Context: an optimization exercise on an open-source flow, tuned for small area, a short achievable clock period and few clock cycles per item. The choices shown serve that exercise and are no tape-out recipe.

== JK ==
==> flow/design.v <==
module multicycle_processor #(
    parameter int                DATA_W   = 32,
    parameter int                NUM_REGS = 16,
    parameter int                ADDR_W   = 32,
    parameter logic [ADDR_W-1:0] RESET_PC = '0
) (
    input  logic                   clk,
    input  logic                   reset,
    output logic                   imem_req,
    output logic [ADDR_W-1:0]      imem_addr,
    input  logic                   imem_ack,
    input  logic [31:0]            imem_rdata,
    output logic                   dmem_req,
    output logic                   dmem_we,
    output logic [ADDR_W-1:0]      dmem_addr,
    output logic [DATA_W-1:0]      dmem_wdata,
    input  logic                   dmem_ack,
    input  logic [DATA_W-1:0]      dmem_rdata,
    output logic                   retire,
    output logic                   halted
);
    typedef logic [DATA_W-1:0] word_t;
    logic              run_q;                  
    logic [ADDR_W-1:0] fa_q, fa_d;             
    logic              retire_q, retire_d;
    logic              halted_q, halted_d;
    logic              z_q, z_d, n_q, n_d;
    logic              ev_q, ev_d;
    logic [31:0]       ir_q, ir_d;
    logic [3:0]        ra_q, ra_d;             
    logic [3:0]        rb_q, rb_d;             
    logic [15:0]       sa_q, sb_q;             
    logic [15:0]       rv_n;
    logic              pred_q, pred_d;         
    logic [ADDR_W-1:0] alt_q, alt_d;           
    logic              xv_q, xv_d;
    logic              xalu_q, xld_q, xst_q, xwen_q;
    logic [1:0]        xarg_q;
    logic [3:0]        xwi_q;
    word_t             xa_q, xa_d, xb_q, xb_d;
    word_t             regs_q [16];
    logic [15:0]       rv_q;
    word_t  sum, alu_res, x_val;
    logic   z_alu, n_alu, x_mem, x_done, x_free, x_wr;
    always_comb begin
        sum = xa_q + (xarg_q[0] ? ~xb_q : xb_q) + word_t'(xarg_q[0]);
        unique case (xarg_q)
            2'b00, 2'b01: alu_res = sum;
            2'b10:        alu_res = xa_q & xb_q;
            default:      alu_res = xa_q | xb_q;
        endcase
        unique case (xarg_q)
            2'b00:   z_alu = ((xa_q ^ xb_q) == {(xa_q[DATA_W-2:0] | xb_q[DATA_W-2:0]), 1'b0});
            2'b01:   z_alu = (xa_q == xb_q);
            2'b10:   z_alu = ((xa_q & xb_q) == '0);
            default: z_alu = ((xa_q | xb_q) == '0);
        endcase
        n_alu = alu_res[DATA_W-1];
        x_mem  = xld_q || xst_q;
        x_done = !x_mem || dmem_ack;
        x_free = !xv_q || x_done;
        x_wr   = xv_q && x_done && xwen_q;
        x_val  = xalu_q ? alu_res : (xld_q ? dmem_rdata : xa_q);
    end
    logic [1:0]  e_op, e_arg;
    logic [3:0]  e_f;
    logic        e_alu, e_jmp, e_halt, e_limm, e_ld, e_st;
    word_t       rA_raw, rB_raw, rA, rB_sh, imm_w;
    logic        fwdA, fwdB, stall_sh, zf, nf, taken, redirect, e_go, e_free;
    logic        fetch_free, accept, halt_go, e_setf, zF_ok, zF, nF_ok;
    logic        w_jmp, w_lfwd, w_known, w_taken;
    logic [ADDR_W-1:0] w_tgt;
    logic [ADDR_W-1:0] target, raddr, fa_inc;
    assign e_op   = ir_q[31:30];
    assign e_arg  = ir_q[29:28];
    assign e_f    = ir_q[27:24];
    assign e_alu  = (e_op == 2'b11);
    assign e_jmp  = (e_op == 2'b10);
    assign e_halt = (e_op == 2'b01);
    assign e_limm = (e_op == 2'b00) && (e_arg == 2'b01);
    assign e_ld   = (e_op == 2'b00) && (e_arg == 2'b00);
    assign e_st   = (e_op == 2'b00) && (e_arg == 2'b10);
    assign imm_w  = DATA_W'(ir_q[23:0]);
    always_comb begin
        rA_raw = '0;
        rB_raw = '0;
        for (int i = 0; i < 16; i++) begin
            if (sa_q[i]) rA_raw = rA_raw | regs_q[i];
            if (sb_q[i]) rB_raw = rB_raw | regs_q[i];
        end
        fwdA     = xv_q && xwen_q && (xwi_q == ra_q);
        fwdB     = xv_q && xwen_q && (xwi_q == rb_q);
        rA       = fwdA ? x_val : rA_raw;
        rB_sh    = rB_raw << (e_alu ? e_f : 4'd0);
        stall_sh = (fwdB && e_alu && (e_f != 4'd0)) ||
                   (fwdA && xalu_q && e_jmp && !e_f[0] && !pred_q);
        xa_d     = e_limm ? imm_w : rA;
        xb_d     = fwdB ? x_val : rB_sh;
        zf = (xv_q && xalu_q) ? z_alu : z_q;
        nf = (xv_q && xalu_q) ? n_alu : n_q;
        unique case (e_arg)
            2'b00:   taken = 1'b1;
            2'b01:   taken = zf;
            2'b10:   taken = ~zf;
            default: taken = nf;
        endcase
        target   = e_f[0] ? ADDR_W'(ir_q[23:0]) :
                   ADDR_W'(fwdA ? (xld_q ? dmem_rdata : xa_q) : rA_raw);
        redirect = e_jmp && (taken != pred_q);
        raddr    = pred_q ? alt_q : target;
        e_setf = ev_q && e_alu;
        zF_ok  = !e_setf;
        zF     = zf;
        nF_ok  = !e_setf && !(xv_q && xalu_q);
        w_jmp  = (imem_rdata[31:30] == 2'b10);
        w_lfwd = ev_q && e_limm && (imem_rdata[19:16] == e_f);
        w_tgt  = imem_rdata[24] ? ADDR_W'(imem_rdata[23:0]) : ADDR_W'(ir_q[23:0]);
        unique case (imem_rdata[29:28])
            2'b00:   begin w_known = 1'b1;  w_taken = 1'b1; end
            2'b01:   begin w_known = zF_ok; w_taken = zF;   end
            2'b10:   begin w_known = zF_ok; w_taken = ~zF;  end
            default: begin w_known = nF_ok; w_taken = n_q;  end
        endcase
        fetch_free = !imem_req || imem_ack;
        e_go    = ev_q && !e_halt && x_free && !stall_sh && (!e_jmp || fetch_free);
        halt_go = ev_q && e_halt && x_free;
        e_free  = !ev_q || e_go;
        accept  = imem_req && imem_ack && e_free && !(e_go && redirect);
        fa_inc  = fa_q + ADDR_W'(1);
    end
    always_comb begin
        fa_d     = fa_q;
        ev_d     = ev_q;
        ir_d     = ir_q;
        ra_d     = ra_q;
        rb_d     = rb_q;
        pred_d   = pred_q;
        alt_d    = alt_q;
        xv_d     = xv_q;
        halted_d = halted_q || halt_go;
        retire_d = xv_q && x_done;
        z_d      = z_q;
        n_d      = n_q;
        if (xv_q && xalu_q) begin
            z_d = z_alu;
            n_d = n_alu;
        end
        if (e_go && redirect) begin
            fa_d = raddr;
            ev_d = 1'b0;
        end else if (accept) begin
            ev_d = 1'b1;
            if (w_jmp && (imem_rdata[24] || w_lfwd) && w_known) begin
                fa_d   = w_taken ? w_tgt : fa_inc;
                pred_d = w_taken;
            end else if (w_jmp && (imem_rdata[24] || w_lfwd) && imem_rdata[29:28] != 2'b11) begin
                fa_d   = w_tgt;
                pred_d = 1'b1;
            end else begin
                fa_d   = fa_inc;
                pred_d = 1'b0;
            end
        end else if (e_go || halt_go) begin
            ev_d = 1'b0;
        end
        if (imem_ack && e_free) begin
            ir_d  = imem_rdata;
            ra_d  = (imem_rdata[31:30] == 2'b11) ? imem_rdata[11:8] : imem_rdata[19:16];
            rb_d  = (imem_rdata[31:30] == 2'b11) ? imem_rdata[3:0]  : imem_rdata[27:24];
            alt_d = fa_inc;
        end
        rv_n = rv_q;
        if (x_wr) rv_n[xwi_q] = 1'b1;
        if (e_go)        xv_d = 1'b1;
        else if (x_done) xv_d = 1'b0;
    end
    always_ff @(posedge clk) begin
        ir_q   <= ir_d;
        ra_q   <= ra_d;
        rb_q   <= rb_d;
        pred_q <= pred_d;
        alt_q  <= alt_d;
        for (int i = 0; i < 16; i++) begin
            sa_q[i] <= (ra_d == 4'(i)) && rv_n[i];
            sb_q[i] <= (rb_d == 4'(i)) && rv_n[i];
        end
    end
    always_ff @(posedge clk) begin
        if (e_go) begin
            xalu_q <= e_alu;
            xld_q  <= e_ld;
            xst_q  <= e_st;
            xwen_q <= e_alu || e_ld || e_limm || (e_op == 2'b00 && e_arg == 2'b11);
            xwi_q  <= e_alu ? ir_q[19:16] : e_f;
            xarg_q <= e_arg;
            xa_q   <= xa_d;
            xb_q   <= xb_d;
        end
        for (int i = 0; i < 16; i++)
            if (x_wr && xwi_q == 4'(i)) regs_q[i] <= x_val;
    end
    always_ff @(posedge clk or negedge reset) begin
        if (!reset) begin
            run_q    <= 1'b0;
            fa_q     <= RESET_PC;
            retire_q <= 1'b0;
            halted_q <= 1'b0;
            z_q      <= 1'b0;
            n_q      <= 1'b0;
            ev_q     <= 1'b0;
            xv_q     <= 1'b0;
            rv_q     <= '0;
        end else begin
            run_q    <= 1'b1;
            fa_q     <= fa_d;
            retire_q <= retire_d;
            halted_q <= halted_d;
            z_q      <= z_d;
            n_q      <= n_d;
            ev_q     <= ev_d;
            xv_q     <= xv_d;
            if (x_wr) rv_q[xwi_q] <= 1'b1;
        end
    end
    assign imem_req   = run_q && !halted_q && !(ev_q && e_halt);
    assign imem_addr  = fa_q;
    assign dmem_req   = xv_q && x_mem;
    assign dmem_we    = xst_q;
    assign dmem_addr  = ADDR_W'(xa_q);
    assign dmem_wdata = xb_q;
    assign retire     = retire_q;
    assign halted     = halted_q;
endmodule
clock: 9.0 ns
lec_check: 0
abc_clock_period_in_ps: 3500
cap_margin: 20
core_margin: 2
core_utilization: 35
setup_slack_margin: 5
slew_margin: 20
run.sh (not shown) runs the stock make flow with config.mk's settings and CLKGATE_MAP_FILE= SYNTH_SCRIPT=/design/flow/synth_recipe.tcl, a recipe that flattens the netlist after the stock synthesis.
### JK -> MS
diff --git a/flow/design.v b/flow/design.v
--- a/flow/design.v
+++ b/flow/design.v
@@ -32,7 +32,6 @@
     logic [15:0]       sa_q, sb_q;             
     logic [15:0]       rv_n;
     logic              pred_q, pred_d;         
-    logic [ADDR_W-1:0] alt_q, alt_d;           
     logic              xv_q, xv_d;
     logic              xalu_q, xld_q, xst_q, xwen_q;
     logic [1:0]        xarg_q;
@@ -67,10 +66,9 @@
     logic        e_alu, e_jmp, e_halt, e_limm, e_ld, e_st;
     word_t       rA_raw, rB_raw, rA, rB_sh, imm_w;
     logic        fwdA, fwdB, stall_sh, zf, nf, taken, redirect, e_go, e_free;
-    logic        fetch_free, accept, halt_go, e_setf, zF_ok, zF, nF_ok;
-    logic        w_jmp, w_lfwd, w_known, w_taken;
-    logic [ADDR_W-1:0] w_tgt;
-    logic [ADDR_W-1:0] target, raddr, fa_inc;
+    logic        fetch_free, accept, halt_go;
+    logic [ADDR_W-1:0] target, raddr, fa_inc, faddr;
+    logic        w_pred, w_lfwd;
     assign e_op   = ir_q[31:30];
     assign e_arg  = ir_q[29:28];
     assign e_f    = ir_q[27:24];
@@ -107,26 +105,18 @@
         target   = e_f[0] ? ADDR_W'(ir_q[23:0]) :
                    ADDR_W'(fwdA ? (xld_q ? dmem_rdata : xa_q) : rA_raw);
         redirect = e_jmp && (taken != pred_q);
-        raddr    = pred_q ? alt_q : target;
-        e_setf = ev_q && e_alu;
-        zF_ok  = !e_setf;
-        zF     = zf;
-        nF_ok  = !e_setf && !(xv_q && xalu_q);
-        w_jmp  = (imem_rdata[31:30] == 2'b10);
-        w_lfwd = ev_q && e_limm && (imem_rdata[19:16] == e_f);
-        w_tgt  = imem_rdata[24] ? ADDR_W'(imem_rdata[23:0]) : ADDR_W'(ir_q[23:0]);
-        unique case (imem_rdata[29:28])
-            2'b00:   begin w_known = 1'b1;  w_taken = 1'b1; end
-            2'b01:   begin w_known = zF_ok; w_taken = zF;   end
-            2'b10:   begin w_known = zF_ok; w_taken = ~zF;  end
-            default: begin w_known = nF_ok; w_taken = n_q;  end
-        endcase
+        raddr    = pred_q ? fa_q : target;
         fetch_free = !imem_req || imem_ack;
         e_go    = ev_q && !e_halt && x_free && !stall_sh && (!e_jmp || fetch_free);
         halt_go = ev_q && e_halt && x_free;
         e_free  = !ev_q || e_go;
         accept  = imem_req && imem_ack && e_free && !(e_go && redirect);
-        fa_inc  = fa_q + ADDR_W'(1);
+        faddr   = (ev_q && e_jmp && pred_q) ? ADDR_W'(ir_q[23:0]) : fa_q;
+        fa_inc  = faddr + ADDR_W'(1);
+        w_lfwd  = (imem_rdata[31:30] == 2'b10) && !imem_rdata[24] &&
+                  ev_q && e_limm && (imem_rdata[19:16] == e_f);
+        w_pred  = (imem_rdata[31:30] == 2'b10) && (imem_rdata[24] || w_lfwd) &&
+                  (imem_rdata[29:28] != 2'b11);
     end
     always_comb begin
         fa_d     = fa_q;
@@ -135,7 +125,6 @@
         ra_d     = ra_q;
         rb_d     = rb_q;
         pred_d   = pred_q;
-        alt_d    = alt_q;
         xv_d     = xv_q;
         halted_d = halted_q || halt_go;
         retire_d = xv_q && x_done;
@@ -149,25 +138,16 @@
             fa_d = raddr;
             ev_d = 1'b0;
         end else if (accept) begin
-            ev_d = 1'b1;
-            if (w_jmp && (imem_rdata[24] || w_lfwd) && w_known) begin
-                fa_d   = w_taken ? w_tgt : fa_inc;
-                pred_d = w_taken;
-            end else if (w_jmp && (imem_rdata[24] || w_lfwd) && imem_rdata[29:28] != 2'b11) begin
-                fa_d   = w_tgt;
-                pred_d = 1'b1;
-            end else begin
-                fa_d   = fa_inc;
-                pred_d = 1'b0;
-            end
+            ev_d   = 1'b1;
+            fa_d   = fa_inc;
+            pred_d = w_pred;
         end else if (e_go || halt_go) begin
             ev_d = 1'b0;
         end
         if (imem_ack && e_free) begin
-            ir_d  = imem_rdata;
+            ir_d  = w_lfwd ? {imem_rdata[31:25], 1'b1, ir_q[23:0]} : imem_rdata;
             ra_d  = (imem_rdata[31:30] == 2'b11) ? imem_rdata[11:8] : imem_rdata[19:16];
             rb_d  = (imem_rdata[31:30] == 2'b11) ? imem_rdata[3:0]  : imem_rdata[27:24];
-            alt_d = fa_inc;
         end
         rv_n = rv_q;
         if (x_wr) rv_n[xwi_q] = 1'b1;
@@ -179,7 +159,6 @@
         ra_q   <= ra_d;
         rb_q   <= rb_d;
         pred_q <= pred_d;
-        alt_q  <= alt_d;
         for (int i = 0; i < 16; i++) begin
             sa_q[i] <= (ra_d == 4'(i)) && rv_n[i];
             sb_q[i] <= (rb_d == 4'(i)) && rv_n[i];
@@ -223,7 +202,7 @@
         end
     end
     assign imem_req   = run_q && !halted_q && !(ev_q && e_halt);
-    assign imem_addr  = fa_q;
+    assign imem_addr  = faddr;
     assign dmem_req   = xv_q && x_mem;
     assign dmem_we    = xst_q;
     assign dmem_addr  = ADDR_W'(xa_q);
Results
| synthesized cell area | MS vs JK | better |
[compare] base=JK new=MS: insertion delay to the later sink of the worst-skew pair did not really move, final core utilization went up by 0.80 points, worst setup slack after layout decreased 0.055 ns, critical path depth climbed 7, count of clock-buffer cells in the layout down 11%.
Compared with JK, via count in MS decreased slightly.
No functional check of the RTL was part of any run of this note.

==> afterwards: timing with drivers on the ports <==
The results above use ideal ports. As a check the final layouts listed here were re-extracted and re-timed, cells and wires unchanged. Step 1: set_driving_cell puts a clkbuf_16 on clk and a buf_2 on each other input, an assumption about the parent block. Step 2 adds t to the input delays and takes it off the output delays; t is the mean of the earliest and latest rising clock arrival at the registers after step 1. Input paths then give back, and output paths get back, about the clock's delay inside the block. Slacks: ideal / step 1 / step 2; pairs: ideal / step 1.
run	t (ns)	setup slack, ns	clock arrival spread, ns	pins driven straight from the clock port
JK	0.722	4.877 / 4.877 / 4.413	0.043 / 0.043	1
MS	0.718	4.822 / 4.793 / 4.451	0.056 / 0.056	1
After both steps setup and hold are still met in every run listed. The setup slack of JK, which loses most, moves by 0.000 ns with the drivers and by -0.464 ns with both steps.
